This is an optimization exercise on Yosys and OpenROAD, whose aim is small area and a short achievable clock period, not a production implementation.
The RTL was checked by simulation tests, not by an equivalence proof against the original design.

--- design/flow/run.sh ---
#!/bin/bash
# synth_recipe.tcl (not shown) runs the flow's synth.tcl, then flattens the netlist and writes it again
# the make line also repeats each setting of config.mk as NAME=value (left out here)
make -C /OpenROAD-flow-scripts/flow DESIGN_CONFIG=/design/flow/config.mk WORK_HOME=/design/flow/orfs CLKGATE_MAP_FILE= SYNTH_SCRIPT=/design/flow/synth_recipe.tcl finish
--- design/flow/config.mk ---
export PLATFORM = sky130hd
export DESIGN_NAME = mac_pipe_real
export DESIGN_NICKNAME = mac_pipe_real
export VERILOG_FILES = /design/flow/design.v
export SDC_FILE = /design/flow/constraint.sdc
export NUM_CORES = 4
export LEC_CHECK = 0
export CAP_MARGIN = 20
export CORE_MARGIN = 2
export CORE_UTILIZATION = 40
export SLEW_MARGIN = 20
--- design/flow/constraint.sdc ---
create_clock -name core_clock -period 10.0 [get_ports {clk}]
set_input_delay 2.0000 -clock core_clock [delete_from_list [all_inputs] [get_ports {clk}]]
set_output_delay 2.0000 -clock core_clock [all_outputs]
set_load 0.01 [all_outputs]
--- design/flow/design.v ---
package mac_pipe_real_pkg;
  localparam logic MODE_MUL = 1'b0;
  localparam logic MODE_ACC = 1'b1;
  function automatic logic signed [63:0] sat_max(input int width);
    sat_max = (64'sd1 <<< (width - 1)) - 64'sd1;
  endfunction
  function automatic logic signed [63:0] sat_min(input int width);
    sat_min = 64'sd0 - (64'sd1 <<< (width - 1));
  endfunction
  function automatic int align_shift(input int a_exp, input int b_exp, input int c_exp);
    align_shift = (a_exp + b_exp) - c_exp;
  endfunction
endpackage
module real_align_sat
#(
  parameter int IN_W  = 32,
  parameter int SHIFT = -4,
  parameter int OUT_W = 24
) (
  input  logic signed [IN_W-1:0]  prod,
  input  logic signed [OUT_W-1:0] acc,
  input  logic                    add_acc,
  output logic signed [OUT_W-1:0] res,
  output logic                    hit
);
  localparam int LSH  = (SHIFT > 0) ? SHIFT : 0;
  localparam int RSH  = (SHIFT < 0) ? -SHIFT : 0;
  localparam int BASE = (IN_W + LSH > OUT_W) ? (IN_W + LSH) : OUT_W;
  localparam int W    = BASE + 2;
  localparam logic signed [W-1:0] HI = W'(mac_pipe_real_pkg::sat_max(OUT_W));
  localparam logic signed [W-1:0] LO = W'(mac_pipe_real_pkg::sat_min(OUT_W));
  logic signed [W-1:0] prod_x;
  logic signed [W-1:0] aligned;
  logic signed [W-1:0] acc_x;
  logic signed [W-1:0] sum;
  always_comb begin
    prod_x  = W'(prod);
    aligned = (prod_x <<< LSH) >>> RSH;
    acc_x   = add_acc ? W'(acc) : '0;
    sum     = aligned + acc_x;
    hit     = 1'b0;
    res     = sum[OUT_W-1:0];
    if (sum > HI) begin
      hit = 1'b1;
      res = HI[OUT_W-1:0];
    end else if (sum < LO) begin
      hit = 1'b1;
      res = LO[OUT_W-1:0];
    end
  end
endmodule
module mac_pipe_real
#(
  parameter int N_CH       = 4,
  parameter int PIPE_DEPTH = 2,
  parameter int a_width    = 16,
  parameter int a_exponent = -8,
  parameter int b_width    = 16,
  parameter int b_exponent = -8,
  parameter int c_width    = 24,
  parameter int c_exponent = -12
) (
  input  logic                      clk,
  input  logic                      rst,
  input  logic                      cke,
  input  logic                      mode,
  input  logic                      clr,
  input  logic                      in_valid,
  input  logic [N_CH*a_width-1:0]   a,
  input  logic [N_CH*b_width-1:0]   b,
  output logic                      out_valid,
  output logic [N_CH*c_width-1:0]   c,
  output logic [N_CH-1:0]           sat
);
  localparam int P_W   = a_width + b_width;
  localparam int SHIFT = mac_pipe_real_pkg::align_shift(a_exponent, b_exponent, c_exponent);
  logic                    tail_vld;
  logic                    tail_clr;
  logic                    tail_mode;
  logic [N_CH*a_width-1:0] tail_a;
  logic [N_CH*b_width-1:0] tail_b;
  logic [N_CH*c_width-1:0] acc;
  if (PIPE_DEPTH > 1) begin : g_dly
    localparam int ND = PIPE_DEPTH - 1;
    logic [ND-1:0]           dly_vld;
    logic [ND-1:0]           dly_clr;
    logic [ND-1:0]           dly_mode;
    logic [N_CH*a_width-1:0] dly_a [ND];
    logic [N_CH*b_width-1:0] dly_b [ND];
    always_ff @(posedge clk) begin
      if (rst) begin
        dly_vld <= '0;
        dly_clr <= '0;
      end else if (cke) begin
        dly_vld[0]  <= in_valid;
        dly_clr[0]  <= clr;
        dly_mode[0] <= mode;
        dly_a[0]    <= a;
        dly_b[0]    <= b;
        for (int i = 1; i < ND; i++) begin
          dly_vld[i]  <= dly_vld[i-1];
          dly_clr[i]  <= dly_clr[i-1];
          dly_mode[i] <= dly_mode[i-1];
          dly_a[i]    <= dly_a[i-1];
          dly_b[i]    <= dly_b[i-1];
        end
      end
    end
    assign tail_vld  = dly_vld[ND-1];
    assign tail_clr  = dly_clr[ND-1];
    assign tail_mode = dly_mode[ND-1];
    assign tail_a    = dly_a[ND-1];
    assign tail_b    = dly_b[ND-1];
  end else begin : g_direct
    assign tail_vld  = in_valid;
    assign tail_clr  = clr;
    assign tail_mode = mode;
    assign tail_a    = a;
    assign tail_b    = b;
  end
  logic signed [c_width-1:0] lane_res [N_CH];
  logic                      lane_hit [N_CH];
  logic                      add_acc;
  assign add_acc = (tail_mode != mac_pipe_real_pkg::MODE_MUL) && !tail_clr;
  for (genvar k = 0; k < N_CH; k++) begin : g_lane
    logic signed [a_width-1:0] a_l;
    logic signed [b_width-1:0] b_l;
    logic signed [P_W-1:0]     prod;
    assign a_l  = tail_a[k*a_width +: a_width];
    assign b_l  = tail_b[k*b_width +: b_width];
    assign prod = P_W'(a_l) * P_W'(b_l);
    real_align_sat #(
      .IN_W  (P_W),
      .SHIFT (SHIFT),
      .OUT_W (c_width)
    ) u_align_sat (
      .prod    (prod),
      .acc     (acc[k*c_width +: c_width]),
      .add_acc (add_acc),
      .res     (lane_res[k]),
      .hit     (lane_hit[k])
    );
  end
  always_ff @(posedge clk) begin
    if (rst) begin
      out_valid <= 1'b0;
      c         <= '0;
      acc       <= '0;
      sat       <= '0;
    end else if (cke) begin
      out_valid <= tail_vld;
      for (int k = 0; k < N_CH; k++) begin
        if (tail_vld) begin
          c[k*c_width +: c_width] <= lane_res[k];
          if (tail_mode == mac_pipe_real_pkg::MODE_ACC || tail_clr) begin
            acc[k*c_width +: c_width] <= lane_res[k];
          end
          sat[k] <= (sat[k] & ~tail_clr) | lane_hit[k];
        end else if (tail_clr) begin
          acc[k*c_width +: c_width] <= '0;
          sat[k]                    <= 1'b0;
        end
      end
    end
  end
endmodule
==> run notes <==
cells by family (layout without fill, tap and decap cells):
kind of cell | count (synthesis) | in the layout | share of synthesized area [%]
simple gates | 1774 | 1774 | 15.5
fa+ha+maj | 1480 | 1480 | 47.0
buf+inv | 1429 | 1662 | 9.65
compound gates | 854 | 854 | 10.0
flops | 328 | 328 | 14.0
xor+xnor | 235 | 235 | 3.68
mux | 5 | 5 | 0.0914
stage by stage:
stage / setup WS [ps] / area (um2) / cells
global placement: 491 / 60600 / 8073
CTS: 366 / 62200 / 8161
finish: 490 / 62600 / 8214
global route: 3.41 / 62600 / 8214
detailed placement: 423 / 60600 / 8073
floorplan: 1170 / 56100 / 6105
layout make-up:
cell class / instances / area (um2) / share of cell area [%]
multi-input combinational: 4348 / 42900 / 68.6
sequential: 328 / 7860 / 12.5
inverter: 1210 / 4540 / 7.25
timing repair buffer: 364 / 3340 / 5.33
tap: 1876 / 2350 / 3.75
clock buffer: 62 / 1330 / 2.12
clock inverter: 26 / 277 / 0.441
worst paths after layout:
kind	startpoint	end	slack, ps	cells after the start
worst max-delay path	g_dly.dly_a[0][20]$_DFFE_PP_	c[28]$_SDFFE_PP0P_	490	32
worst min-delay path	acc[57]$_SDFFE_PP0P_	acc[57]$_SDFFE_PP0P_	440	2
worst max register to register	g_dly.dly_a[0][20]$_DFFE_PP_	c[28]$_SDFFE_PP0P_	490	32
worst min register to register	acc[57]$_SDFFE_PP0P_	acc[57]$_SDFFE_PP0P_	440	2
sequential cells by signal, indices dropped and copies added (netlist names):
name	flops
c	96
g_dly.dly_mode	1
g_dly.dly_vld	1
out_valid	1
sat	4
g_dly.dly_a	64
g_dly.dly_clr	1
acc	96
g_dly.dly_b	64
routing by layer:
metal  global-route usage (%)  part of all wire, %
met1                     30.2                   46
met2                     35.6                   47
met3                     3.64                  5.5
met4                     3.69                  1.7
met5                        0                0.016
repair_timing:
item,in CTS,in global routing
setup buffers,0,53
resized for setup,0,5
endpoints found under the setup margin,0,114
critical path, delay by kind of cell, from the launching register on:
family,cells,cell delay [ps]
AO/OA/AOI/OAI,18,4370
XOR/XNOR,2,300
adder cells (fa/ha/maj),8,3300
buffers and inverters,3,300
flip-flops,1,820
AND/OR/NAND/NOR,1,240
synth_stat cells, types with 6 or more instances:
library cell and instances:
ha_1 428, o21ai_0 156, and3_1 19, o21a_1 29
a31oi_1 32, nor2_1 212, buf_2 15, nand3b_1 6
nor3b_1 6, o22ai_1 6, o21ai_1 27, a221o_1 47
or3_1 9, xnor2_1 179, o31ai_1 6, and2_1 561
fa_1 1052, a221oi_1 8, and4_1 9, a311oi_1 13
o21bai_1 34, xor2_1 55, nand2_1 738, nand3_1 55
nor2_2 10, a21o_1 87, o211ai_1 21, a41oi_1 8
a22o_1 6, inv_1 1210, dfxtp_1 199, edfxtp_1 129
a21oi_1 259, nand4_1 17, clkbuf_1 197, nor3_1 23
nand2b_1 54, nor4_1 6, a31o_2 7, nor2b_1 33
a211oi_1 39
==> reports/metrics.csv <==
stage;metric;value;unit
outcome;status;timing/DRC/antenna clean;
placement;IO Port Bufs;234;
final_layout;Ant. Diodes;0;
route;vias per cell;5.02;
clock_tree;CTS Sinks;328;
yosys;Yosys warning total;8;
die;Core ar.;139000;um2
yosys;top-area cell type share of the netlist area;37.5;%
yosys;register area share after synthesis;14.0;%
timing;fin crit period;9510;ps
yosys;Unique masters post-synth;90;
timing;final hold vios;0;
critical_path;WP data required;10510;ps
yosys;EDFF count, synth;129;
final_layout;share of layout cells above drive strength 1;4.26;%
route;DRC violations left;0;
clock_tree;Hold Buf Count CTS;0;
yosys;Mapped Area;56100;um2
yosys;top cells by area, synth;fa_1 (38%), ha_1 (9.5%), inv_1 (8.1%);
route;final antenna-violating net count;0;
global_route;GRT Total Usage;21.6;%
yosys;fraction of registers with async set/reset;0;%
critical_path;Worst Setup Path Type;reg -> reg;
die;die height;379;um
global_route;first-pass GRT wire length;244;mm
die;Ports;235;
placement;post-DP HPWL;124;mm
critical_path;Worst setup EP type;flip-flop;
critical_path;CP peak stage delay;820;ps
global_route;grt ovf;0;
yosys;Mapped Avg Cell Area;9.20;um2
final_layout;Final Core Density;44.9;%
final_layout;FILL cells;13600;
critical_path;Worst Path Arrival;10020;ps
clock_tree;Clk Latency, worst-skew pair;660;ps
placement;gp weighted congestion;0.905;
timing;Finish-stage setup viols;0;
clock_tree;H-tree levels;2;
global_route;vias in the first global route;43900;
yosys;cell taking the most area after synthesis;fa_1;
timing;Achievable Freq;105;MHz
timing;Hold Slack;442;ps
hold_path;Hold Path Class;reg -> reg;
final_layout;commonest non-fill, non-tap cell in the layout;inv_1;
clock_tree;Reg clk slew, reported paths;60;ps
die;Total Die Area;143000;um2
critical_path;CP startpoint kind;flip-flop;
route;DRT iter0 DRCs;1939;
final_layout;NumNets Final;7913;
yosys;ys flop type;dfxtp_1;
route;WL/cell;18.3;um
die;Initial Util;40.3;%
timing;fin crit share;95.1;%
critical_path;CP max stage cell;edfxtp_1;
die;row cnt;137;
yosys;flops & latches, synth;328;
global_route;antenna violations before repair;3;
global_route;largest net degree at the start of global routing;64;
yosys;Synth Instances;6105;
clock_tree;Clock Path Buffers;3;
job;Max Cap Viol;0;
timing;max-slew violation count;0;
timing;Fin Setup TNS;0;ps
route;Vias;41200;
timing;Slew @ Worst Pin;1070;ps
clock_tree;CTS root buffer;clkbuf_16;
critical_path;CP max FO;16;
die;die width;379;um
route;overall routed net length;150;mm
timing;RSZ-0062 raised after global routing;no;
yosys;syn nets;7719;
clock_tree;TritonCTS clock tree;yes;
timing;Max Clock Skew;39.0;ps
route;first-pass detailed-route iteration total;8;
timing;slew margin rel.;28.7;%
final_layout;Area growth syn-to-layout;11.6;%
clock_tree;Num CTS Buffers;47;
final_layout;most frequent cells in the layout;inv_1 (1,210), fa_1 (1,052), nand2_1 (737), and2_1 (559), ha_1 (428);

-- static timing again, ports no longer ideal --
How much do the figures lean on ideal ports? The routed layout below was timed once more, with nothing changed but the port constraints.
Step 1, drivers: a clkbuf_16 drives clk and a buf_2 each remaining input, both assumed.
Step 2 also shifts input and output timing later by t, the mid clock arrival at the registers, as if the neighbouring blocks saw the same clock.
a / b / c = ideal ports / drivers / drivers and shift; a / b = the first two.
shift t [ns]: 0.705
setup slack, ns: 0.490 / 0.490 / 0.490
hold slack, ns: 0.442 / 0.442 / 0.442
worst setup path at the end: register to register
worst slew at a driven data input, ns: 0.14
After both steps this run still meets setup and hold. For this run, drivers alone change the setup slack by 0.000 ns; drivers and shift together by 0.000 ns.
